This design comes from an exercise in tuning for small area and a short achievable clock period on the open sky130 flow, not from production work.
RTL that was checked went through simulation tests only; none was proved equivalent to the original.
Power is estimated from default activity; no workload was simulated.

==> trial 44 <==
==> flow/design.v <==
package cpu8_pkg;
  typedef enum logic [3:0] {
    OP_NOP = 4'h0,
    OP_LDO = 4'h1,
    OP_LDA = 4'h2,
    OP_LDR = 4'h3,
    OP_PRE = 4'h4,
    OP_STO = 4'h5,
    OP_ADD = 4'h6,
    OP_SHL = 4'h7,
    OP_SHR = 4'h8,
    OP_SUB = 4'h9,
    OP_AND = 4'hA,
    OP_OR  = 4'hB,
    OP_JMP = 4'hC,
    OP_JZ  = 4'hD,
    OP_OUT = 4'hE,
    OP_HLT = 4'hF
  } opcode_e;
  typedef enum logic [2:0] {
    ST_IDLE   = 3'd0,
    ST_FETCH  = 3'd1,
    ST_DECODE = 3'd2,
    ST_OPND   = 3'd3,
    ST_EXEC   = 3'd4,
    ST_MEM    = 3'd5,
    ST_WBACK  = 3'd6,
    ST_HALT   = 3'd7
  } ctrl_state_e;
  localparam logic [1:0] FETCH_NONE = 2'b00;
  localparam logic [1:0] FETCH_BYTE = 2'b01;
  localparam logic [1:0] FETCH_OPND = 2'b10;
  localparam int ERR_RW_BOTH = 0;   
  localparam int ERR_DUAL_RD = 1;   
  localparam int ERR_WR_PC   = 2;   
endpackage
module ram_array #(
  parameter int AW = 8,
  parameter int DW = 8
) (
  input  logic          clk,
  input  logic          we,
  input  logic          re,
  input  logic [AW-1:0] addr,
  input  logic [DW-1:0] wdata,
  output logic [DW-1:0] rdata
);
  logic [DW-1:0] mem [2**AW];
  always_ff @(posedge clk) begin
    if (we) mem[addr] <= wdata;
    if (re) rdata <= mem[addr];
  end
endmodule
module mem_responder #(
  parameter int AW = 8,
  parameter int DW = 8
) (
  input  logic          clk,
  input  logic          rst,
  input  logic          rom_ena,
  input  logic          rom_read,
  input  logic          ram_ena,
  input  logic          ram_read,
  input  logic          ram_write,
  input  logic          ad_sel,
  input  logic          PC_en,
  input  logic          pc_in,
  input  logic [1:0]    fetch,
  input  logic [DW-1:0] rom_data,
  input  logic [DW-1:0] wr_data,
  input  logic          err_clr,
  output logic [AW-1:0] rom_addr,
  output logic [3:0]    ins,
  output logic [AW-1:0] pc,
  output logic [DW-1:0] rd_data,
  output logic          rd_valid,
  output logic [2:0]    err
);
  logic          rom_rd, ram_rd, ram_wr;
  logic          ir_load, opnd_load, rom_data_load, ram_data_load;
  logic          ram_we, ram_re;
  logic [2:0]    err_new;
  logic [3:0]    ir;
  logic [AW-1:0] opnd;
  logic [DW-1:0] rom_q;
  logic [DW-1:0] ram_q;
  logic          src_ram;
  assign rom_rd = rom_ena & rom_read;
  assign ram_rd = ram_ena & ram_read;
  assign ram_wr = ram_ena & ram_write;
  assign ir_load       = (fetch == cpu8_pkg::FETCH_BYTE) & rom_rd & ~ad_sel & ~pc_in;
  assign opnd_load     = (fetch == cpu8_pkg::FETCH_OPND) & rom_rd;
  assign rom_data_load = (fetch == cpu8_pkg::FETCH_BYTE) & ad_sel & rom_rd;
  assign ram_data_load = ram_rd & ~rom_rd;
  assign ram_we = ram_wr & ad_sel & ~ram_read & rst;
  assign ram_re = ram_data_load & rst;
  always_comb begin
    err_new              = '0;
    err_new[cpu8_pkg::ERR_RW_BOTH] = ram_ena & ram_read & ram_write;
    err_new[cpu8_pkg::ERR_DUAL_RD] = rom_rd & ram_rd;
    err_new[cpu8_pkg::ERR_WR_PC]   = ram_wr & ~ad_sel;
  end
  assign rom_addr = ad_sel ? opnd : pc;
  assign ins      = ir;
  assign rd_data  = src_ram ? ram_q : rom_q;
  ram_array #(.AW(AW), .DW(DW)) u_ram (
    .clk   (clk),
    .we    (ram_we),
    .re    (ram_re),
    .addr  (opnd),
    .wdata (wr_data),
    .rdata (ram_q)
  );
  always_ff @(posedge clk or negedge rst) begin
    if (!rst) begin
      pc       <= '0;
      ir       <= cpu8_pkg::OP_NOP;
      opnd     <= '0;
      rom_q    <= '0;
      src_ram  <= 1'b0;
      rd_valid <= 1'b0;
      err      <= '0;
    end else begin
      if (PC_en && pc_in && rom_rd) pc <= rom_data[AW-1:0];
      else if (PC_en && !pc_in)     pc <= pc + AW'(1);
      if (ir_load)   ir   <= rom_data[DW-1:DW-4];
      if (opnd_load) opnd <= rom_data[AW-1:0];
      if (rom_data_load) begin
        rom_q   <= rom_data;
        src_ram <= 1'b0;
      end else if (ram_data_load) begin
        src_ram <= 1'b1;
      end
      rd_valid <= rom_data_load | ram_data_load;
      err <= (err & ~{3{err_clr}}) | err_new;
    end
  end
endmodule
==> flow/run.sh <==
#!/bin/bash
# synth_recipe.tcl (not shown) runs the flow's synth.tcl, then flattens the netlist and writes it again
# the make line also repeats each setting of config.mk as NAME=value (left out here)
make -C /OpenROAD-flow-scripts/flow DESIGN_CONFIG=/design/flow/config.mk WORK_HOME=/design/flow/orfs CLKGATE_MAP_FILE= SYNTH_SCRIPT=/design/flow/synth_recipe.tcl finish
==> flow/config.mk <==
export PLATFORM = sky130hd
export DESIGN_NAME = mem_responder
export DESIGN_NICKNAME = mem_responder
export VERILOG_FILES = /design/flow/design.v
export SDC_FILE = /design/flow/constraint.sdc
export NUM_CORES = 4
export LEC_CHECK = 0
export CAP_MARGIN = 20
export CORE_MARGIN = 2
export CORE_UTILIZATION = 40
export SLEW_MARGIN = 20
==> flow/constraint.sdc <==
create_clock -name core_clock -period 5.0 [get_ports {clk}]
set_input_delay 1.0000 -clock core_clock [delete_from_list [all_inputs] [get_ports {clk}]]
set_output_delay 1.0000 -clock core_clock [all_outputs]
set_load 0.01 [all_outputs]
==> trial 77: changes against trial 44 <==
--- a/flow/design.v
+++ b/flow/design.v
@@ -37,3 +37,2 @@
 module ram_array #(
-  parameter int AW = 8,
   parameter int DW = 8
@@ -42,4 +41,4 @@
   input  logic          we,
-  input  logic          re,
-  input  logic [AW-1:0] addr,
+  input  logic [15:0]   hi,
+  input  logic [15:0]   lo,
   input  logic [DW-1:0] wdata,
@@ -47,6 +46,20 @@
 );
-  logic [DW-1:0] mem [2**AW];
-  always_ff @(posedge clk) begin
-    if (we) mem[addr] <= wdata;
-    if (re) rdata <= mem[addr];
+  logic [DW-1:0] row_q [16];
+  for (genvar i = 0; i < 16; i++) begin : g_row
+    logic [DW-1:0] q [16];
+    for (genvar j = 0; j < 16; j++) begin : g_word
+      logic [DW-1:0] w;
+      always_ff @(posedge clk) begin
+        if (we && hi[i] && lo[j]) w <= wdata;
+      end
+      assign q[j] = w;
+    end
+    always_comb begin
+      row_q[i] = '0;
+      for (int j = 0; j < 16; j++) row_q[i] = row_q[i] | (q[j] & {DW{lo[j]}});
+    end
+  end
+  always_comb begin
+    rdata = '0;
+    for (int i = 0; i < 16; i++) rdata = rdata | (row_q[i] & {DW{hi[i]}});
   end
@@ -80,3 +93,3 @@
   logic          ir_load, opnd_load, rom_data_load, ram_data_load;
-  logic          ram_we, ram_re;
+  logic          ram_we;
   logic [2:0]    err_new;
@@ -84,5 +97,4 @@
   logic [AW-1:0] opnd;
-  logic [DW-1:0] rom_q;
-  logic [DW-1:0] ram_q;
-  logic          src_ram;
+  logic [DW-1:0] ram_rdata;
+  logic [15:0]   opnd_lo, opnd_hi;
   assign rom_rd = rom_ena & rom_read;
@@ -95,3 +107,2 @@
   assign ram_we = ram_wr & ad_sel & ~ram_read & rst;
-  assign ram_re = ram_data_load & rst;
   always_comb begin
@@ -104,10 +115,9 @@
   assign ins      = ir;
-  assign rd_data  = src_ram ? ram_q : rom_q;
-  ram_array #(.AW(AW), .DW(DW)) u_ram (
+  ram_array #(.DW(DW)) u_ram (
     .clk   (clk),
     .we    (ram_we),
-    .re    (ram_re),
-    .addr  (opnd),
+    .hi    (opnd_hi),
+    .lo    (opnd_lo),
     .wdata (wr_data),
-    .rdata (ram_q)
+    .rdata (ram_rdata)
   );
@@ -118,4 +128,5 @@
       opnd     <= '0;
-      rom_q    <= '0;
-      src_ram  <= 1'b0;
+      opnd_lo  <= 16'd1;
+      opnd_hi  <= 16'd1;
+      rd_data  <= '0;
       rd_valid <= 1'b0;
@@ -126,9 +137,9 @@
       if (ir_load)   ir   <= rom_data[DW-1:DW-4];
-      if (opnd_load) opnd <= rom_data[AW-1:0];
-      if (rom_data_load) begin
-        rom_q   <= rom_data;
-        src_ram <= 1'b0;
-      end else if (ram_data_load) begin
-        src_ram <= 1'b1;
+      if (opnd_load) begin
+        opnd    <= rom_data[AW-1:0];
+        opnd_lo <= 16'd1 << rom_data[3:0];
+        opnd_hi <= 16'd1 << rom_data[7:4];
       end
+      if (rom_data_load)      rd_data <= rom_data;
+      else if (ram_data_load) rd_data <= ram_rdata;
       rd_valid <= rom_data_load | ram_data_load;
--- a/flow/config.mk
+++ b/flow/config.mk
@@ -9,3 +9,6 @@
 export CORE_MARGIN = 2
-export CORE_UTILIZATION = 40
+export CORE_UTILIZATION = 60
+export CTS_BUF_LIST = sky130_fd_sc_hd__clkbuf_4 sky130_fd_sc_hd__clkbuf_8
+export CTS_CLUSTER_SIZE = 24
+export PLACE_DENSITY = 0.7
 export SLEW_MARGIN = 20
==> run notes <==
- Of trial 44 and trial 77, trial 77 has the higher flip-flop and latch count (gap 23).
- In trial 44 the core utilization is lower than in trial 77, by 21 points.
- Against trial 77, the critical path depth of trial 44 is lower by 5.
- Clock power: trial 44 is higher than trial 77 (about 10%).
For trial 77, only the layout was checked, not whether the RTL still works.

re-timing with driven ports:
How much do the figures lean on ideal ports? The routed layouts below were timed once more, with nothing changed but the port constraints.
Step 1 sets driving cells, clkbuf_16 on the clock port and buf_2 on the other inputs (assumed; they add their load-dependent delay and slew).
Step 2 moves the port delays by t, midway between the first and last clock arrival at a register: inputs arrive t later, outputs are due t later. That takes back most of the time a late clock gives input paths.
a / b / c = no drivers / after step 1 / after step 2; a / b = the first two.
| run | t (ns) | setup slack, ns | hold WS [ns] |
|---|---|---|---|
| trial 44 | 0.915 | 0.900 / 0.818 / 0.749 | 0.504 / 0.504 / 0.504 |
| trial 77 | 1.056 | 1.250 / 1.250 / 0.953 | 0.181 / 0.135 / 0.495 |
After both steps setup and hold are still met in every run listed. For trial 77, which loses most, drivers alone change the setup slack by 0.000 ns; drivers and shift together by -0.297 ns.
